This design comes from an exercise in tuning for small area and a short achievable clock period on the open sky130 flow, not from production work.
Function was checked by simulation only, so behaviour that the tests miss may differ from the original.
Power is estimated from default activity; no workload was simulated.

**flow/design.v**
```verilog
`default_nettype none
module regfile_scoreboard #(
    parameter int DATA_W   = 32,
    parameter int ADDR_W   = 5,
    parameter int ZERO_REG = 1
) (
    input  logic              clk,
    input  logic              rst,
    input  logic [ADDR_W-1:0] rs,
    input  logic [ADDR_W-1:0] rt,
    input  logic [ADDR_W-1:0] write_reg,
    input  logic              RegWrite,
    input  logic [DATA_W-1:0] write_data,
    input  logic [ADDR_W-1:0] reserve_reg,
    input  logic              Reserve,
    output logic [DATA_W-1:0] a,
    output logic [DATA_W-1:0] b,
    output logic              a_busy,
    output logic              b_busy,
    output logic              stall,
    output logic [ADDR_W:0]   busy_count
);
    localparam int c_DEPTH = 1 << ADDR_W;
    localparam int c_LO    = (ZERO_REG != 0) ? 1 : 0;
    logic [DATA_W-1:0]  regs_q [c_LO:c_DEPTH-1];
    logic [c_DEPTH-1:0] valid_q;
    logic [c_DEPTH-1:0] busy_q;
    logic [ADDR_W:0]    busy_count_q;
    logic [c_DEPTH-1:0] w_wr;
    logic [c_DEPTH-1:0] w_rsv;
    logic [c_DEPTH-1:0] w_dec_a;
    logic [c_DEPTH-1:0] w_dec_b;
    always_comb begin
        for (int i = 0; i < c_DEPTH; i++) begin
            w_wr[i]    = (i >= c_LO) && RegWrite && (write_reg == ADDR_W'(i));
            w_rsv[i]   = (i >= c_LO) && Reserve  && (reserve_reg == ADDR_W'(i));
            w_dec_a[i] = (i >= c_LO) && (rs == ADDR_W'(i));
            w_dec_b[i] = (i >= c_LO) && (rt == ADDR_W'(i));
        end
    end
    logic w_wr_en;
    logic w_bypass_a;
    logic w_bypass_b;
    assign w_wr_en    = |w_wr;
    assign w_bypass_a = w_wr_en && (write_reg == rs);
    assign w_bypass_b = w_wr_en && (write_reg == rt);
    always_ff @(posedge clk) begin
        for (int i = c_LO; i < c_DEPTH; i++) begin
            if (w_wr[i]) regs_q[i] <= write_data;
        end
    end
    logic w_inc;
    logic w_dec;
    assign w_inc = |(w_rsv & ~busy_q);
    assign w_dec = |(w_wr & busy_q & ~w_rsv);
    logic [c_DEPTH-1:c_LO] valid_r;
    logic [c_DEPTH-1:c_LO] busy_r;
    always_ff @(posedge clk or posedge rst) begin
        if (rst) begin
            valid_r <= '0;
            busy_r  <= '0;
        end else begin
            valid_r <= valid_r | w_wr[c_DEPTH-1:c_LO];
            busy_r  <= w_rsv[c_DEPTH-1:c_LO] | (busy_r & ~w_wr[c_DEPTH-1:c_LO]);
        end
    end
    generate
        if (c_LO != 0) begin : g_zero_flags
            assign valid_q = {valid_r, 1'b0};
            assign busy_q  = {busy_r, 1'b0};
        end else begin : g_all_flags
            assign valid_q = valid_r;
            assign busy_q  = busy_r;
        end
    endgenerate
    always_ff @(posedge clk or posedge rst) begin
        if (rst) begin
            busy_count_q <= '0;
        end else begin
            busy_count_q <= busy_count_q + {{ADDR_W{w_dec && !w_inc}}, w_inc ^ w_dec};
        end
    end
    logic [c_DEPTH-1:0] w_sel_a_lo;
    logic [c_DEPTH-1:0] w_sel_a_hi;
    logic [c_DEPTH-1:0] w_sel_b_lo;
    logic [c_DEPTH-1:0] w_sel_b_hi;
    logic               w_byp_a;
    logic               w_byp_b;
    generate
        if (ADDR_W == 5) begin : g_fast_dec
            rf_dec32 u_dec_a_lo (.addr(rs), .valid(valid_q), .sel(w_sel_a_lo));
            rf_dec32 u_dec_a_hi (.addr(rs), .valid(valid_q), .sel(w_sel_a_hi));
            rf_dec32 u_dec_b_lo (.addr(rt), .valid(valid_q), .sel(w_sel_b_lo));
            rf_dec32 u_dec_b_hi (.addr(rt), .valid(valid_q), .sel(w_sel_b_hi));
        end else begin : g_generic_dec
            assign w_sel_a_lo = w_dec_a & valid_q;
            assign w_sel_a_hi = w_dec_a & valid_q;
            assign w_sel_b_lo = w_dec_b & valid_q;
            assign w_sel_b_hi = w_dec_b & valid_q;
        end
    endgenerate
    assign w_byp_a = w_bypass_a;
    assign w_byp_b = w_bypass_b;
    for (genvar j = 0; j < DATA_W; j++) begin : g_rd
        logic [c_DEPTH-c_LO-1:0] w_col;
        logic                    w_ma_n;
        logic                    w_mb_n;
        logic [c_DEPTH-1:0]      w_sel_a;
        logic [c_DEPTH-1:0]      w_sel_b;
        assign w_sel_a = (j < DATA_W / 2) ? w_sel_a_lo : w_sel_a_hi;
        assign w_sel_b = (j < DATA_W / 2) ? w_sel_b_lo : w_sel_b_hi;
        for (genvar i = c_LO; i < c_DEPTH; i++) begin : g_col
            assign w_col[i-c_LO] = regs_q[i][j];
        end
        if (c_DEPTH - c_LO == 31) begin : g_fast
            rf_aomux31 u_a (.sel(w_sel_a[c_DEPTH-1:c_LO]), .d(w_col), .yn(w_ma_n));
            rf_aomux31 u_b (.sel(w_sel_b[c_DEPTH-1:c_LO]), .d(w_col), .yn(w_mb_n));
        end else begin : g_generic
            assign w_ma_n = ~|(w_sel_a[c_DEPTH-1:c_LO] & w_col);
            assign w_mb_n = ~|(w_sel_b[c_DEPTH-1:c_LO] & w_col);
        end
        assign a[j] = !rst && (w_byp_a ? write_data[j] : !w_ma_n);
        assign b[j] = !rst && (w_byp_b ? write_data[j] : !w_mb_n);
    end
    assign a_busy     = !rst && !w_bypass_a && |(w_dec_a & busy_q);
    assign b_busy     = !rst && !w_bypass_b && |(w_dec_b & busy_q);
    assign stall      = a_busy || b_busy;
    assign busy_count = busy_count_q;
endmodule
module rf_aomux31 (
    input  logic [30:0] sel,
    input  logic [30:0] d,
    output logic        yn
);
    logic [10:0] w_n;
    logic [2:0]  w_h;
    for (genvar g = 0; g < 10; g++) begin : g_leg
        rf_aoi3 u_aoi (.s(sel[3*g+2:3*g]), .d(d[3*g+2:3*g]), .yn(w_n[g]));
    end
    rf_nand2 u_n2 (.a({sel[30], d[30]}), .y(w_n[10]));
    rf_nand4 u_h0 (.a(w_n[3:0]), .y(w_h[0]));
    rf_nand4 u_h1 (.a(w_n[7:4]), .y(w_h[1]));
    rf_nand3 u_h2 (.a(w_n[10:8]), .y(w_h[2]));
    rf_nor3  u_o  (.a(w_h), .y(yn));
endmodule
module rf_dec32 (
    input  logic [4:0]  addr,
    input  logic [31:0] valid,
    output logic [31:0] sel
);
    logic [3:0] w_lo;
    logic [7:0] w_hi;
    rf_pre2 u_lo (.a(addr[1:0]), .y(w_lo));
    rf_pre3 u_hi (.a(addr[4:2]), .y(w_hi));
    for (genvar i = 0; i < 32; i++) begin : g_sel
        rf_and3 u_and (.a({w_lo[i%4], w_hi[i/4], valid[i]}), .y(sel[i]));
    end
endmodule
module rf_pre2 (
    input  logic [1:0] a,
    output logic [3:0] y
);
    for (genvar i = 0; i < 4; i++) begin : g_y
        assign y[i] = (a == 2'(i));
    end
endmodule
module rf_pre3 (
    input  logic [2:0] a,
    output logic [7:0] y
);
    for (genvar i = 0; i < 8; i++) begin : g_y
        assign y[i] = (a == 3'(i));
    end
endmodule
module rf_and3 (
    input  logic [2:0] a,
    output logic       y
);
    assign y = &a;
endmodule
module rf_aoi3 (
    input  logic [2:0] s,
    input  logic [2:0] d,
    output logic       yn
);
    assign yn = ~|(s & d);
endmodule
module rf_nand2 (
    input  logic [1:0] a,
    output logic       y
);
    assign y = ~&a;
endmodule
module rf_nand3 (
    input  logic [2:0] a,
    output logic       y
);
    assign y = ~&a;
endmodule
module rf_nand4 (
    input  logic [3:0] a,
    output logic       y
);
    assign y = ~&a;
endmodule
module rf_nor3 (
    input  logic [2:0] a,
    output logic       y
);
    assign y = ~|a;
endmodule
`default_nettype wire
```
**flow/flow/run.sh**
```bash
#!/bin/bash
# Standard ORFS layout with a few changes to how it is made:
#  - ports are buffered with plain buffers (buf_2) instead of the delay cell
#    buffer_ports picks by default;
#  - resizing may change a cell's footprint, so timing repair can swap them;
#  - CTS inserts no dummy loads, builds the tree from clkbuf_4/clkbuf_8 and
#    clusters up to 20 sinks per leaf buffer;
set -uo pipefail
ARGS=(
  "BUFFER_PORTS_ARGS=-buffer_cell sky130_fd_sc_hd__buf_2"
  "MATCH_CELL_FOOTPRINT=0"
  "CTS_ARGS=-sink_clustering_enable -repair_clock_nets -dont_use_dummy_load -sink_clustering_size 20 -sink_clustering_max_diameter 60 -buf_list {sky130_fd_sc_hd__clkbuf_4 sky130_fd_sc_hd__clkbuf_8}"
)
bash standard.sh "${ARGS[@]}" cts > flow_make_cts.log 2>&1
rc=$?
if [[ $rc -ne 0 ]]; then tail -20 flow_make_cts.log; exit $rc; fi
bash standard.sh "${ARGS[@]}" "SETUP_SLACK_MARGIN=0" finish > flow_make_finish.log 2>&1
rc=$?
tail -20 flow_make_finish.log
exit $rc
```
**flow/standard.sh**
```bash
#!/bin/bash
# synth_recipe.tcl (not shown) runs the flow's synth.tcl, then flattens the netlist and writes it again
# the make line also repeats each setting of config.mk as NAME=value (left out here)
make -C /OpenROAD-flow-scripts/flow DESIGN_CONFIG=/design/flow/config.mk WORK_HOME=/design/flow/orfs CLKGATE_MAP_FILE= SYNTH_SCRIPT=/design/flow/synth_recipe.tcl "${@:-finish}"
```
**flow/config.mk**
```make
export PLATFORM = sky130hd
export DESIGN_NAME = regfile_scoreboard
export DESIGN_NICKNAME = regfile_scoreboard
export VERILOG_FILES = /design/flow/design.v
export SDC_FILE = /design/flow/constraint.sdc
export NUM_CORES = 4
export LEC_CHECK = 0
export CAP_MARGIN = 20
export CORE_MARGIN = 2
export CORE_UTILIZATION = 55
export SETUP_SLACK_MARGIN = 1.5
export SLEW_MARGIN = 20
export SYNTH_HIERARCHICAL = 1
export SYNTH_MINIMUM_KEEP_SIZE = 0
```
**flow/constraint.sdc**
```tcl
create_clock -name core_clock -period 7.0 [get_ports {clk}]
set_input_delay 1.4000 -clock core_clock [delete_from_list [all_inputs] [get_ports {clk}]]
set_output_delay 1.4000 -clock core_clock [all_outputs]
set_load 0.01 [all_outputs]
```
==> impl_results.md, run 1 <==
* Status: timing/DRC/antenna clean
* R2R Path Start: busy_r[12]
* Rel. slew slack at 0.211
* H-tree levels at 3
* Syn nets at 2839
* Placed Area at 47100 sq um
* Lkg Pwr at around 0.015 uW
* Maximum fanout along the worst path at 19
* Fin Clk Skew at 0.0768 ns
* Highest clock rate at 0.175 GHz
* WL per Instance at 41.5 um
* Port Buffers at 128
* Worst r2r path cells at 12
* Core Region at 80500 sq um
* Die area at 83800 sq um
* Syn_area_per_cell at 16.1 sq um
* Hold path start: busy_count_q[0]
* Hold crit path type: flop to flop
* Vias in the first global route at 32300
* Reg2Reg Capture Point: busy_count_q[4]
* Num CTS Buffers at 78
* Row Count at approximately 100
* Final setup fails at 0
* Max VDD drop at 0.000174 V
* Ys Warns at 8
* GPL Wtd Cong at 0.954
* NumNets Final at 3048
* CTS Sinks at 1060
* Remaining DRCs at 0
* Crit path time final at 5.71 ns
* Initial antenna violation count at 7
* Share of cells above drive strength 1 at 0.174
* GRT Residual Overflow at 0
* Tightest Pin Transition at ~1.2 ns
* Max_cap viols at 0
* TNS Setup at 0 ns
* Clk buf depth at 3
* Drt pass-1 iters at 15
* Area grow syn2layout at 7.70%
* Gate Count Post-Synth at 2776
* Placed Cells at roughly 4000
* Final period util at 0.816
* PD cells at 234 nW/um^2
* Fillers at just over 6000
* Worst reg2reg setup slack at 3.76 ns
* Worst Path Arrival at ~4.3 ns
* CTS tree: built
* Fin cells at ~4000
* Die extent in y at 289 um
* Total track usage at 0.391
* CTS clk-pin slew, worst paths at 0.11 ns
* Starting Density at 0.556
* Max-slew violations at 0
* Die X-Extent at 289 um
* Startpoint Class: input pin
* Largest net degree at the start of global routing at 48
* Clock latency on the worst-skew pair at 0.70 ns
* Hold endpoint: busy_count_q[0]
* Vias/cell at around 8.5
* DR iter-0 viols at 10200
* Fin. Hold Viols at 0
* Root Buffer: clkbuf_8
* First-pass GRT wire length at between 200000 and 250000 um
* Unrepaired setup endpoints after global routing: false
* Kind of critical path: input pin to output pin
* Total number of vias at 34400
* Design area at 48300 sq um
* Worst path required time at around 5.6 ns
* Hold Path Depth at 1
* Final Power at 11300 uW
* Layout Utilization at 0.599
* I/O pins at 129
* WL final at approximately 170000 um
* CP endpoint kind: output pin
* Post-route ant nets at 0
* Hpwl dp at between 100000 and 150000 um
* Synth Cell Area at 44800 sq um
critical path, cell delays in order:
cell	delay [ns]
buf_2	0.39
nor3b_1	0.47
and3_1	0.62
buf_4	0.30
a222oi_1	0.10
nand4_1	0.40
nor3_2	0.11
a211oi_2	0.31
buf_2	0.20
report_power, final:
group | leakage, uW | switching, uW | internal, uW
Clock | 0.000561 | 1890 | 1000
Combinational | 0.00519 | 732 | 351
Sequential | 0.00974 | 237 | 7090
metrics by stage:
step / hold slack, ns / setup WS (ns)
finish: 0.540 / 1.29
global route: 0.575 / 1.22
CTS: 0.550 / 1.50
detailed placement: 0.513 / 1.09
global placement: 0.490 / 1.10
floorplan: 0.470 / 2.11
layout by cell type (no fill, tap or decap), drive strengths merged, types with 23 or more instances in the layout:
cell type,instances
a211oi,66
and3,130
buf,185
nand2,114
nand4,137
edfxtp,992
clkbuf,86
dfrtp,68
nand2b,25
nor2,93
a222oi,640
o21ai,64
nand3,69
nor3,76
o2111ai,23
routing by layer:
| metal | vias up | part of all wire | wire length [um] | GRT usage |
|---|---|---|---|---|
| met2 | 3499 | 0.42 | 71100 | 0.560 |
| li1 | 13300 | - | - | - |
| met4 | 6 | 0.037 | 6270 | 0.124 |
| met5 | - | 0.00028 | 47 | 0 |
| met3 | 532 | 0.18 | 30300 | 0.140 |
| met1 | 17000 | 0.36 | 60100 | 0.561 |
area by class of cell:
| cell class | instances | area, sq um | area share |
|---|---|---|---|
| multi-input cells | 1629 | 13100 | 0.272 |
| flip-flops and latches | 1060 | 31500 | 0.652 |
| diodes | 5 | 12.5 | 0.000259 |
| repair buffers | 193 | 1170 | 0.0242 |
| inverters | 23 | 88.8 | 0.00184 |
| well taps | 1060 | 1330 | 0.0275 |
| clock buffers | 78 | 1070 | 0.0222 |
flip-flops by register name (all words and copies together), names as in the netlist:
name / cells
regs_q: 992
busy_count_q: 6
busy_r: 31
valid_r: 31
repair_timing:
action                                  CTS  global route
hold buffers                              0             0
gates resized for setup                  71             0
endpoints found under the setup margin   64             0
buffers inserted                          0             0
how the worst max path moves through the flow:
stage,startpoint,endpoint,slack [ns],cells past startpoint
after CTS,rt[3],b[12],1.50,8
after global routing,rs[0],a[30],1.22,8
final,rt[4],b[11],1.29,9
after global placement,rt[3],b[7],1.10,8
after detailed placement,rs[3],a[7],1.09,8
after floorplan,rst,stall,2.11,3
==> run 2: changes to the inputs <==
--- a/flow/flow/run.sh
+++ b/flow/flow/run.sh
@@ -14,7 +14,7 @@
 bash standard.sh "${ARGS[@]}" cts > flow_make_cts.log 2>&1
 rc=$?
 if [[ $rc -ne 0 ]]; then tail -20 flow_make_cts.log; exit $rc; fi
-bash standard.sh "${ARGS[@]}" "SETUP_SLACK_MARGIN=0" finish > flow_make_finish.log 2>&1
+bash standard.sh "${ARGS[@]}" "SETUP_SLACK_MARGIN=2.0" "SETUP_MOVE_SEQUENCE=sizeup,swap" finish > flow_make_finish.log 2>&1
 rc=$?
 tail -20 flow_make_finish.log
 exit $rc
--- a/flow/config.mk
+++ b/flow/config.mk
@@ -7,7 +7,7 @@
 export LEC_CHECK = 0
 export CAP_MARGIN = 20
 export CORE_MARGIN = 2
-export CORE_UTILIZATION = 55
+export CORE_UTILIZATION = 45
 export SETUP_SLACK_MARGIN = 1.5
 export SLEW_MARGIN = 20
 export SYNTH_HIERARCHICAL = 1
==> impl_results.md, run 2 <==
* Clock latency on the worst-skew pair at 0.73 ns (+0.03 ns)
* Status: timing/DRC/antenna clean
* Startpoint Class: input pin
* WL per Instance at 39.0 um (-5.9%)
* Die area at 102000 sq um (+22%)
* Sequential Power Share at 0.643 (-0.005)
* Regs by FF count: regs_q: 992 flops, busy_r: 31 flops, valid_r: 31 flops
* First-pass GRT wire length at 233000 um (+0.45%)
* Max reg flops at 992 (unchanged)
* DR iter-0 viols at 9127 (-10%)
* Syn_area_per_cell at 16.1 sq um (unchanged)
* Post-cts hold buffer count at 0 (unchanged)
* Most frequent cells in the layout: edfxtp_1, a222oi_1, nand4_1, nand2_1, buf_2
* Total number of vias at 34200 (-0.53%)
* GRT Residual Overflow at 0 (unchanged)
* Largest net degree at the start of global routing at 69 (+44%)
* Max VDD drop at 0.000151 V (-13%)
* Drt pass-1 iters at 14 (-1)
* Die extent in y at 320 um (+10%)
* CTS clk-pin slew, worst paths at 0.11 ns (about the same)
* Worst path required time at 5.60 ns (about the same)
* H-tree levels at 3 (unchanged)
* Final period util at 0.739 (-0.0770)
* CP endpoint kind: output pin
* Slowest stage cell, crit path: nand4_1
* Share of cells above drive strength 1 at 0.207 (+0.0329)
* Worst Path Arrival at 3.77 ns (-0.54 ns)
* Tightest Pin Transition at 1.18 ns (+0.000122 ns)
* WL final at 168000 um (about the same)
* Gate power share at 0.101 (+0.005)
* Hold crit path type: flop to flop
* Die X-Extent at 320 um (+10%)
* TNS Setup at 0 ns (unchanged)
* Root Buffer: clkbuf_8
* Net Switching at 2890 uW (+0.95%)
* Most flop-heavy register: regs_q
* Row Count at 115 (+11%)
* CTS Sinks at 1060 (unchanged)
* Max_cap viols at 0 (unchanged)
* Vias in the first global route at 32300 (-0.050%)
* Switching share of power at 0.254 (+0.000953)
* NumNets Final at 3071 (+0.75%)
* Final setup fails at 0 (unchanged)
* Rel. slew slack at 0.211 (about the same)
* Starting Density at 0.455 (-0.102)
* Synth Cell Area at 44800 sq um (unchanged)
* CTS tree: built
* Crit path cell chain: buf_12, and3b_2, and3_4, buf_8, a222oi_1, nand4_1, nor3_2, a211oi_2, buf_2
* Post-route ant nets at 0 (unchanged)
* Crit path largest cell delay at 0.46 ns (-0.16 ns)
* PD cells at 228 nW/um^2 (-2.5%)
* Unrepaired setup endpoints after global routing: true
* Lkg Pwr at 0.0157 uW (+1.0%)
* Total track usage at 0.316 (-0.0754)
* Crit path time final at 5.17 ns (-0.539 ns)
* Vias/cell at 7.94 (-6.5%)
* I/O pins at 129 (unchanged)
* Fin Clk Skew at 0.0528 ns (-0.0240 ns)
* Maximum fanout along the worst path at 39 (+20)
* Max-slew violations at 0 (unchanged)
* Most common cell after layout, fill and taps aside: edfxtp_1
* Kind of critical path: input pin to output pin
* Port Buffers at 128 (unchanged)
* Syn nets at 2839 (unchanged)
* Hpwl dp at 102000 um (about the same)
* Area grow syn2layout at 11.1%
* Internal at 8480 uW (+0.45%)
* Num CTS Buffers at 78 (unchanged)
* Initial antenna violation count at 6 (-1)
* Remaining DRCs at 0 (unchanged)
* Gate Count Post-Synth at 2776 (unchanged)
* GPL Wtd Cong at 0.941 (-1.4%)
* Final Power at 11400 uW (+0.57%)
* Fin. Hold Viols at 0 (unchanged)
* Clk buf depth at 3 (unchanged)
* Fillers at 8037 (+31%)
* Core Region at 98600 sq um (+22%)
* Ys Warns at 8 (unchanged)
* Worst hold slack at 0.524 ns (-0.0161 ns)
* Highest clock rate at 0.193 GHz (+10%)
* Clk pwr share at 0.256 (about the same)
## run 2: changes by cell type in the layout (fill, tap and decap cells not counted), moves of 9 or more
cell,before,now
and3_4,0,87
and3_2,63,34
clkinv_1,0,9
nor3_2,64,53
nor3b_1,20,10
and3_1,67,9
nor3_4,0,16
buf_12,1,10
buf_6,1,12
## run 2: through the flow
step / utilization / cells / setup slack, ns / area [sq um]
finish: 0.505 / 4305 / 1.83 / 49800
detailed placement: 0.482 / 4210 / 1.15 / 47500
floorplan: - / 2776 / 2.11 / 44800
global route: 0.505 / 4302 / 1.82 / 49800
global placement: 0.482 / 4210 / 1.17 / 47500
CTS: 0.495 / 4293 / 1.39 / 48800
## run 2: cell type report
class                   instances  area (sq um)  share of cell area
well taps                    1287          1610              0.0323
multi-input cells            1631         13900               0.279
inverters                      23          86.3             0.00173
repair buffers                214          1600              0.0322
flip-flops and latches       1060         31500               0.633
diodes                         12          30.0            0.000603
clock buffers                  78          1070              0.0216
## run 2: worst max-delay path: cells and delay by family
kind	cells	cell delay, ns
AND/OR/NAND/NOR	4	1.37
buffers and inverters	3	0.50
AO/OA/AOI/OAI	2	0.47
## run 2: power groups by stage
stage / registers (uW) / logic [uW] / clock network (uW)
4_1_cts: 7290 / 1060 / 2930
5_1_grt: 7320 / 1200 / 3170
3_3_place_gp: 7430 / 1010 / 0
6_report: 7320 / 1150 / 2910
3_5_place_dp: 7430 / 1040 / 0
2_1_floorplan: 7340 / 557 / 0
## run 2: repair_timing
item / CTS / global route
buffers inserted: 3 / 0
setup endpoints to repair: 64 / 67
gates resized for setup: 72 / 301
gates cloned: 2 / 0
pin swaps: 7 / 144
## run 2: path summary, 6_finish.rpt
path	depth (start not counted)	slack [ns]	start	to
hold / removal	1	0.52	busy_count_q[0]	busy_count_q[0]
setup reg to reg	11	3.81	busy_r[25]	busy_count_q[5]
hold reg to reg	1	0.52	busy_count_q[0]	busy_count_q[0]
setup / recovery	9	1.83	rt[3]	b[17]
min in group asynchronous	3	1.36	rst	busy_count_q[0]
max in group asynchronous	3	4.94	rst	valid_r[27]
## run 2: layer usage
metal	up-vias	wire length (um)	track usage
li1	13400	-	-
met1	17100	59600	0.424
met2	3247	73700	0.477
met3	507	27600	0.106
met4	2	7040	0.116
met5	-	7	0
==> run 3: changes to the inputs <==
--- a/flow/config.mk
+++ b/flow/config.mk
@@ -7,7 +7,7 @@
 export LEC_CHECK = 0
 export CAP_MARGIN = 20
 export CORE_MARGIN = 2
-export CORE_UTILIZATION = 45
+export CORE_UTILIZATION = 55
 export SETUP_SLACK_MARGIN = 1.5
 export SLEW_MARGIN = 20
 export SYNTH_HIERARCHICAL = 1
==> impl_results.md, run 3 <==
* Hold Path Depth at 1 (unchanged)
* Status: timing/DRC/antenna clean
* Worst r2r path cells at 12 (+1)
* Root Buffer: clkbuf_8
* Placed Cells at 3964 (-5.8%)
* Syn nets at 2839 (unchanged)
* Tightest Pin Transition at 1.22 ns (+0.0413 ns)
* Total number of vias at 34500 (+1.0%)
* Largest net degree at the start of global routing at 48 (-30%)
* Post-route ant nets at 0 (unchanged)
* Most common cell after layout, fill and taps aside: edfxtp_1
* Clk buf depth at 3 (unchanged)
* Fin cells at 4044 (-6.1%)
* Crit path cell chain: buf_16, and3b_2, and3_4, a222oi_1, nand4_1, nor3_4, a211oi_2, buf_2
* Syn_area_per_cell at 16.1 sq um (unchanged)
* Initial antenna violation count at 4 (-2)
* Slowest stage cell, crit path: nand4_1
* Share of cells above drive strength 1 at 0.197 (-0.0101)
* Worst path required time at 5.60 ns (about the same)
* Area grow syn2layout at 9.59%
* PD cells at 232 nW/um^2 (+1.3%)
* NumNets Final at 3048 (-0.75%)
* Lkg Pwr at 0.0155 uW (-0.71%)
* I/O pins at 129 (unchanged)
* Port Buffers at 128 (unchanged)
* Max_cap viols at 0 (unchanged)
* Crit path largest cell delay at 0.56 ns (+0.10 ns)
* Fin Clk Skew at 0.0850 ns (+0.0322 ns)
* Worst setup path start: rt[3]
* Placed Area at 47100 sq um (-0.90%)
* Largest delay share family, worst path: simple AND/OR/NAND/NOR gates
* Fillers at 6054 (-25%)
* Ys Warns at 8 (unchanged)
* WL final at 168000 um (about the same)
* Hold crit path type: flop to flop
* GRT Residual Overflow at 0 (unchanged)
* Rel. slew slack at 0.183 (-0.0276)
* Design area at 49100 sq um (-1.3%)
* Reg2Reg Capture Point: busy_count_q[4]
* Vias/cell at 8.54 (+7.5%)
* Max-slew violations at 0 (unchanged)
* Hpwl dp at 102000 um (about the same)
* Total track usage at 0.391 (+0.0754)
* DR iter-0 viols at 10000 (+10%)
* Die area at 83800 sq um (-18%)
* CTS clk-pin slew, worst paths at 0.11 ns (about the same)
* Place WS at 1.09 ns (-0.0634 ns)
* Num CTS Buffers at 78 (unchanged)
* Maximum fanout along the worst path at 38 (-2.6%)
* Worst hold slack at 0.540 ns (+0.0164 ns)
* Gate Count Post-Synth at 2776 (unchanged)
* Crit path time final at 5.23 ns (+0.0585 ns)
* Vias in the first global route at 32300 (+0.050%)
* Starting Density at 0.556 (+0.102)
* GPL Wtd Cong at 0.954 (+1.4%)
* Kind of critical path: input pin to output pin
* WL per Instance at 41.5 um (+6.5%)
* TNS Setup at 0 ns (unchanged)
* Most frequent cells in the layout: edfxtp_1, a222oi_1, nand4_1, nand2_1, buf_2
* Max reg flops at 992 (unchanged)
* Startpoint Class: input pin
* Max VDD drop at 0.000174 V (+15%)
* Final worst setup slack at 1.77 ns (-0.0585 ns)
* Most flop-heavy register: regs_q
* Row Count at 104 (-9.6%)
* Hold endpoint: busy_count_q[0]
* Hold path start: busy_count_q[0]
* Final setup fails at 0 (unchanged)
* Drt pass-1 iters at 13 (-1)
* Fin. Hold Viols at 0 (unchanged)
* CTS tree: built
* H-tree levels at 3 (unchanged)
* Worst Path Arrival at 3.83 ns (+0.06 ns)
* Regs by FF count: regs_q: 992 flops, busy_r: 31 flops, valid_r: 31 flops
* Remaining DRCs at 0 (unchanged)
* Final period util at 0.747 (+0.00836)
* Die X-Extent at 289 um (-9.4%)
* Worst reg2reg setup slack at 3.72 ns (-0.09 ns)
* Unrepaired setup endpoints after global routing: true
* First-pass GRT wire length at 232000 um (-0.45%)
* Die extent in y at 289 um (-9.4%)
* WP buf/inv at 2 (-1)
* Critical path depth at 8 (-1)
* R2R Path Start: busy_r[12]
* Synth Cell Area at 44800 sq um (unchanged)
* Highest clock rate at 0.191 GHz (-1.1%)
* Clock latency on the worst-skew pair at 0.71 ns (-0.02 ns)
* CP endpoint kind: output pin
* CTS Sinks at 1060 (unchanged)
* Core Region at 80500 sq um (-18%)
run 3: cell count changes in the layout (fill, tap and decap cells not counted), sizes merged:
cell    before  now
nand4      139  137
inv         14   21
clkinv       9    2
diode       12    1
clkbuf      80   79
buf        212  192
run 3: report_power, final:
group	switching, uW	internal [uW]
sequential	244	7090
clock	1910	1000
combinational	746	381
run 3: layout make-up:
type | count | area, sq um | share of cell area
Antenna cell | 1 | 2.50 | 0.0000510
Clock buffer | 78 | 1070 | 0.0219
Inverter | 23 | 88.8 | 0.00181
Multi-Input combinational cell | 1629 | 13700 | 0.278
Sequential cell | 1060 | 31500 | 0.641
Tap cell | 1060 | 1330 | 0.0270
Timing Repair Buffer | 193 | 1470 | 0.0299
run 3: timing repair:
item / 4_1_cts / 5_1_grt
hold buffers: 0 / 0
buffers inserted: 0 / 0
endpoints found under the setup margin: 64 / 67
pin swaps: 6 / 124
gates resized for setup: 71 / 251
run 3: worst register-to-register path: stages (launching register included):
cell and delay [ns]:
dfrtp_1 0.56, o2111ai_1 0.19, nand4_1 0.12, nor4_1 0.64, nand3_1 0.24, ha_1 0.33
inv_1 0.04, ha_1 0.21, fa_1 0.43, a21oi_1 0.17, nor2_1 0.06, nor2_1 0.11
xnor2_1 0.13
run 3: stage by stage:
step,util,total power (uW)
2_1_floorplan,-,7900
3_3_place_gp,0.584,8470
3_5_place_dp,0.584,8490
4_1_cts,0.599,11300
5_1_grt,0.610,11600
6_report,0.610,11400
run 3: worst max path at each step:
| stage | slack (ns) | end |
|---|---|---|
| after floorplan | 2.11 | stall |
| after global placement | 1.10 | b[7] |
| after detailed placement | 1.09 | a[7] |
| after CTS | 1.50 | b[12] |
| after global routing | 1.74 | b[26] |
| final | 1.77 | b[26] |
run 3: metal layers:
layer  track usage  up-vias  wire [um]
met4         0.124        2       6460
met3         0.140      555      30700
met2         0.560     3628      70900
li1              -    13300          -
met5             0        -         11
met1         0.561    17000      60000
==> run 4: changes to the inputs <==
--- a/flow/flow/run.sh
+++ b/flow/flow/run.sh
@@ -4,12 +4,12 @@
 #    buffer_ports picks by default;
 #  - resizing may change a cell's footprint, so timing repair can swap them;
 #  - CTS inserts no dummy loads, builds the tree from clkbuf_4/clkbuf_8 and
-#    clusters up to 20 sinks per leaf buffer;
+#    clusters up to 16 sinks per leaf buffer;
 set -uo pipefail
 ARGS=(
   "BUFFER_PORTS_ARGS=-buffer_cell sky130_fd_sc_hd__buf_2"
   "MATCH_CELL_FOOTPRINT=0"
-  "CTS_ARGS=-sink_clustering_enable -repair_clock_nets -dont_use_dummy_load -sink_clustering_size 20 -sink_clustering_max_diameter 60 -buf_list {sky130_fd_sc_hd__clkbuf_4 sky130_fd_sc_hd__clkbuf_8}"
+  "CTS_ARGS=-sink_clustering_enable -repair_clock_nets -dont_use_dummy_load -sink_clustering_size 16 -sink_clustering_max_diameter 50 -buf_list {sky130_fd_sc_hd__clkbuf_4 sky130_fd_sc_hd__clkbuf_8}"
 )
 bash standard.sh "${ARGS[@]}" cts > flow_make_cts.log 2>&1
 rc=$?
--- a/flow/config.mk
+++ b/flow/config.mk
@@ -7,7 +7,7 @@
 export LEC_CHECK = 0
 export CAP_MARGIN = 20
 export CORE_MARGIN = 2
-export CORE_UTILIZATION = 55
+export CORE_UTILIZATION = 45
 export SETUP_SLACK_MARGIN = 1.5
 export SLEW_MARGIN = 20
 export SYNTH_HIERARCHICAL = 1
==> impl_results.md, run 4 <==
* Clock latency on the worst-skew pair at 0.76 ns (+0.05 ns)
* Worst reg2reg setup slack at 3.79 ns (+0.07 ns)
* Status: timing/DRC/antenna clean
* Lkg Pwr at 0.0158 uW (+1.9%)
* H-tree levels at 3 (unchanged)
* Net Switching at 2990 uW (+3.4%)
* Crit path time final at 5.26 ns (+0.0240 ns)
* Core Region at 98600 sq um (+22%)
* Max VDD drop at 0.000187 V (+7.1%)
* Worst hold slack at 0.513 ns (-0.0275 ns)
* Die area at 102000 sq um (+22%)
* Highest clock rate at 0.190 GHz (-0.46%)
* Worst setup path start: rt[3]
* Regs by FF count: regs_q: 992 flops, busy_r: 31 flops, valid_r: 31 flops
* Crit path cell chain: buf_12, and3b_2, and3_4, buf_8, a222oi_1, nand4_1, nor3_2, a211oi_2, buf_2
* Max-slew violations at 0 (unchanged)
* Rel. slew slack at 0.207 (+0.0238)
* Startpoint Class: input pin
* Post-route ant nets at 0 (unchanged)
* Syn nets at 2839 (unchanged)
* PD cells at 236 nW/um^2 (+1.9%)
* Area grow syn2layout at 11.8%
* Worst r2r path cells at 11 (-1)
* Internal at 8830 uW (+4.2%)
* Worst Path Arrival at 3.86 ns (+0.03 ns)
* I/O pins at 129 (unchanged)
* Total track usage at 0.317 (-0.0736)
* Reg2Reg Capture Point: busy_count_q[5]
* Worst path required time at 5.60 ns (about the same)
* Most common cell after layout, fill and taps aside: edfxtp_1
* DR iter-0 viols at 9035 (-10%)
* WL per Instance at 39.0 um (-6.1%)
* Most frequent cells in the layout: edfxtp_1, a222oi_1, nand4_1, nand2_1, buf_2
* NumNets Final at 3100 (+1.7%)
* GPL Wtd Cong at 0.941 (-1.4%)
* Hpwl dp at 102000 um (about the same)
* Final period util at 0.751 (+0.00343)
* Post-cts hold buffer count at 0 (unchanged)
* TNS Setup at 0 ns (unchanged)
* Root Buffer: clkbuf_8
* R2R Path Start: busy_r[25]
* Row Count at 115 (+11%)
* Vias/cell at 7.93 (-7.1%)
* Max_cap viols at 0 (unchanged)
* Final Power at 11800 uW (+4.0%)
* Total number of vias at 34400 (-0.48%)
* Fin. Hold Viols at 0 (unchanged)
* Ys Warns at 8 (unchanged)
* CTS clk-pin slew, worst paths at 0.06 ns (-0.05 ns)
* Clk pwr share at 0.284 (+0.028)
* Drt pass-1 iters at 14 (+1)
* CTS tree: built
* WL final at 169000 um (+0.53%)
* CP endpoint kind: output pin
* Kind of critical path: input pin to output pin
* Switching share of power at 0.253 (-0.00148)
* Sequential Power Share at 0.619 (-0.026)
* Gate Count Post-Synth at 2776 (unchanged)
* CTS Sinks at 1060 (unchanged)
* Fin Clk Skew at 0.0829 ns (-0.00206 ns)
* Share of cells above drive strength 1 at 0.213 (+0.0157)
* Crit path capture: b[17]
* Crit path largest cell delay at 0.51 ns (-0.05 ns)
* Clk buf depth at 3 (unchanged)
* GRT Residual Overflow at 0 (unchanged)
* Port Buffers at 128 (unchanged)
* Vias in the first global route at 32700 (+1.2%)
* Remaining DRCs at 0 (unchanged)
* Gate power share at 0.097 (-0.002)
* Fin cells at 4330 (+7.1%)
* Synth Cell Area at 44800 sq um (unchanged)
* Hold crit path type: flop to flop
* Max reg flops at 992 (unchanged)
* Slowest stage cell, crit path: nand4_1
* Tightest Pin Transition at 1.19 ns (-0.0357 ns)
* Starting Density at 0.455 (-0.102)
* Most flop-heavy register: regs_q
* Die X-Extent at 320 um (+10%)
* Num CTS Buffers at 107 (+37%)
* Final setup fails at 0 (unchanged)
* Initial antenna violation count at 6 (+2)
* Die extent in y at 320 um (+10%)
* Unrepaired setup endpoints after global routing: true
* Placed Cells at 4210 (+6.2%)
* First-pass GRT wire length at 235000 um (+1.1%)
* Largest net degree at the start of global routing at 69 (+44%)
* Syn_area_per_cell at 16.1 sq um (unchanged)
* Maximum fanout along the worst path at 38 (unchanged)
[run 4: metrics by stage]
stage	instance area (sq um)	worst slack (ns)	utilization
2_1_floorplan	44800	2.11	-
3_3_place_gp	47500	1.17	0.482
3_5_place_dp	47500	1.15	0.482
4_1_cts	49200	1.49	0.499
5_1_grt	50100	1.78	0.508
6_report	50100	1.74	0.508
[run 4: power groups by stage]
| stage | clock, uW | sequential, uW | combinational, uW |
|---|---|---|---|
| detailed placement | 0 | 7430 | 1040 |
| global route | 3620 | 7330 | 1200 |
| finish | 3360 | 7320 | 1150 |
| floorplan | 0 | 7340 | 557 |
| CTS | 3380 | 7290 | 1070 |
| global placement | 0 | 7430 | 1010 |
[run 4: cell type report]
class	instances	area, sq um
Inverter	23	86.3
Fill cell	8020	48400
Multi-Input combinational cell	1631	13900
Timing Repair Buffer	214	1580
Antenna cell	8	20.0
Tap cell	1287	1610
Clock buffer	107	1470
Sequential cell	1060	31500
[run 4: worst min path at each step]
stage	start	to	slack, ns	depth (start not counted)
floorplan	valid_r[16]	valid_r[16]	0.47	1
global placement	busy_count_q[0]	busy_count_q[0]	0.49	1
detailed placement	busy_count_q[0]	busy_count_q[0]	0.50	1
CTS	busy_count_q[0]	busy_count_q[0]	0.52	1
global route	busy_count_q[0]	busy_count_q[0]	0.53	1
finish	busy_count_q[0]	busy_count_q[0]	0.51	1
[run 4: routing by layer]
metal	part of all wire	track usage
met4	0.046	0.133
met5	0.000089	0
met2	0.44	0.477
met3	0.16	0.101
met1	0.36	0.425
[run 4: timing repair]
item                       4_1_cts  5_1_grt
gates cloned                     2        0
pin swaps                        7      131
resized for setup               72      290
setup buffers                    3        0
setup endpoints to repair       64       67
[run 4: critical path: cells and delay by family]
kind | cells | cell delay (ns)
AO/OA/AOI/OAI | 2 | 0.46
buffers and inverters | 3 | 0.50
AND/OR/NAND/NOR | 4 | 1.45
==> run 5: changes to the inputs <==
--- a/flow/config.mk
+++ b/flow/config.mk
@@ -7,7 +7,7 @@
 export LEC_CHECK = 0
 export CAP_MARGIN = 20
 export CORE_MARGIN = 2
-export CORE_UTILIZATION = 45
+export CORE_UTILIZATION = 55
 export SETUP_SLACK_MARGIN = 1.5
 export SLEW_MARGIN = 20
 export SYNTH_HIERARCHICAL = 1
==> impl_results.md, run 5 <==
* Status: timing/DRC/antenna clean
* Total track usage at 0.392 (+0.0744)
* Row Count at 104 (-9.6%)
* Share of cells above drive strength 1 at 0.206 (-0.00701)
* Starting Density at 0.556 (+0.102)
* Worst path required time at 5.60 ns (about the same)
* Gate power share at 0.096 (about the same)
* Area grow syn2layout at 10.5%
* H-tree levels at 3 (unchanged)
* Max reg flops at 992 (unchanged)
* Clk pwr share at 0.282 (-0.002)
* TNS Setup at 0 ns (unchanged)
* Synth Cell Area at 44800 sq um (unchanged)
* Register area at 31500 sq um (unchanged)
* Max VDD drop at 0.000178 V (-5.0%)
* Die area at 83800 sq um (-18%)
* WL final at 168000 um (-0.36%)
* Highest clock rate at 0.194 GHz (+2.1%)
* I/O pins at 129 (unchanged)
* DR iter-0 viols at 9613 (+6.4%)
* Root Buffer: clkbuf_8
* Post-route ant nets at 0 (unchanged)
* Switching share of power at 0.252 (-0.00108)
* Rel. slew slack at 0.202 (-0.00488)
* First-pass GRT wire length at 233000 um (-0.93%)
* Core Region at 80500 sq um (-18%)
* Internal at 8830 uW (about the same)
* CTS clk-pin slew, worst paths at 0.09 ns (+0.03 ns)
* Clock latency on the worst-skew pair at 0.77 ns (about the same)
* Worst Path Arrival at 3.75 ns (-0.11 ns)
* Startpoint Class: input pin
* Most flop-heavy register: regs_q
* Hpwl dp at 102000 um (about the same)
* Fillers at 6006 (-25%)
* Regs by FF count: regs_q: 992 flops, busy_r: 31 flops, valid_r: 31 flops
* Fin. Hold Viols at 0 (unchanged)
* Kind of critical path: input pin to output pin
* Syn nets at 2839 (unchanged)
* Total number of vias at 34500 (+0.50%)
* PD cells at 238 nW/um^2 (+1.0%)
* Largest net degree at the start of global routing at 48 (-30%)
* Initial antenna violation count at 4 (-2)
* Hold crit path type: flop to flop
* GRT Residual Overflow at 0 (unchanged)
* Sequential Power Share at 0.622 (+0.003)
* Die X-Extent at 289 um (-9.4%)
* Lkg Pwr at 0.0158 uW (-0.49%)
* Max_cap viols at 0 (unchanged)
* Drt pass-1 iters at 14 (unchanged)
* Hold Path Depth at 1 (unchanged)
* Clk buf depth at 3 (unchanged)
* Most common cell after layout, fill and taps aside: edfxtp_1
* Crit path time final at 5.15 ns (-0.108 ns)
* Max-slew violations at 0 (unchanged)
* Post-CTS setup buffer count at 0 (-3)
* Syn_area_per_cell at 16.1 sq um (unchanged)
* GPL Wtd Cong at 0.954 (+1.4%)
* Footprint of the multi-input gates at 13700 sq um (-1.4%)
* Vias/cell at 8.48 (+6.8%)
* Die extent in y at 289 um (-9.4%)
* WL per Instance at 41.3 um (+5.9%)
* CTS Sinks at 1060 (unchanged)
* Net Switching at 2980 uW (-0.60%)
* Fin Clk Skew at 0.0448 ns (-0.0381 ns)
* Tightest Pin Transition at 1.19 ns (+0.00730 ns)
* Gate Count Post-Synth at 2776 (unchanged)
* Unrepaired setup endpoints after global routing: true
* Final period util at 0.735 (-0.0155)
* Worst hold slack at 0.545 ns (+0.0318 ns)
* Remaining DRCs at 0 (unchanged)
* CP endpoint kind: output pin
* Post-cts hold buffer count at 0 (unchanged)
* Maximum fanout along the worst path at 31 (-18%)
* NumNets Final at 3077 (-0.74%)
* CTS tree: built
* Final setup fails at 0 (unchanged)
* Most frequent cells in the layout: edfxtp_1, a222oi_1, nand4_1, nand2_1, buf_2
* Worst r2r path cells at 12 (+1)
* Port Buffers at 128 (unchanged)
* Vias in the first global route at 32500 (-0.40%)
* Ys Warns at 8 (unchanged)
* Num CTS Buffers at 107 (unchanged)
## run 5: routing by layer
layer	routed length (um)	track usage
met5	36	0
met4	6700	0.128
met3	29800	0.144
met2	71200	0.558
met1	60600	0.560
## run 5: stage by stage
step           worst slack, ns  instances  area [sq um]  utilization  power [uW]
2_1_floorplan             2.11       2776         44800            -        7900
6_report                  1.85       4073         49500        0.615       11800
4_1_cts                   1.50       4071         48600        0.604       11700
3_3_place_gp              1.10       3964         47100        0.584        8470
5_1_grt                   1.83       4073         49500        0.615       12100
3_5_place_dp              1.09       3964         47100        0.584        8490
## run 5: worst max-delay path, cell delays in order
cell and delay, ns:
buf_16 0.15, and2b_4 0.25, and3_4 0.29, a222oi_1 0.39, nand4_1 0.54, nor3_2 0.42
a211oi_2 0.11, buf_2 0.17
## run 5: worst paths after layout
| path | start | end | slack (ns) |
|---|---|---|---|
| max in group asynchronous | rst | valid_r[20] | 4.80 |
| setup reg to reg | busy_r[13] | busy_count_q[4] | 3.82 |
| min in group asynchronous | rst | busy_r[20] | 1.05 |
| setup / recovery | rt[0] | b[12] | 1.85 |
| hold / removal | busy_count_q[0] | busy_count_q[0] | 0.54 |
| hold reg to reg | busy_count_q[0] | busy_count_q[0] | 0.54 |
## run 5: what timing repair did
| item | 4_1_cts | 5_1_grt |
|---|---|---|
| endpoints found under the setup margin | 64 | 67 |
| pin swaps | 6 | 120 |
| hold endpoints to repair | 0 | 0 |
| gates resized for setup | 73 | 248 |
## run 5: final cells by class
type                    instances  area share
inverters                      23     0.00177
well taps                    1060      0.0268
diodes                          1   0.0000505
clock buffers                 107      0.0297
multi-input cells            1629       0.276
repair buffers                193      0.0297
flip-flops and latches       1060       0.636
## run 5: power by group through the flow
stage / logic (uW) / registers (uW) / clock network [uW]
final: 1130 / 7340 / 3340
after global routing: 1180 / 7350 / 3560
after CTS: 1050 / 7320 / 3340
after detailed placement: 1040 / 7450 / 0
after global placement: 1020 / 7450 / 0
after floorplan: 557 / 7340 / 0

==> re-timing with driven ports <==
In the flow no input, the clock included, has a driving cell. The finished layouts below were timed again as built, in two steps.
Step 1 sets driving cells, clkbuf_16 on the clock port and buf_2 on the other inputs (assumed; they add their load-dependent delay and slew).
Step 2, shift: input delay + t, output delay - t, t = (earliest + latest rising clock arrival at the registers) / 2. This alone moves slack from input paths to output paths.
a / b / c = ideal / step 1 / step 2; a / b = the first two.
run	shift t [ns]	setup slack, ns	cell pins on the clock port's net
run 1	0.744	1.288 / 1.128 / 1.128	1
run 2	0.796	1.827 / 1.774 / 1.774	1
run 3	0.750	1.769 / 1.611 / 1.611	1
run 4	0.814	1.745 / 1.696 / 1.696	1
run 5	0.781	1.853 / 1.652 / 1.652	1
After both steps every run listed still meets setup and hold. The setup slack of run 5, which loses most, moves by -0.201 ns with the drivers and by -0.201 ns with both steps.
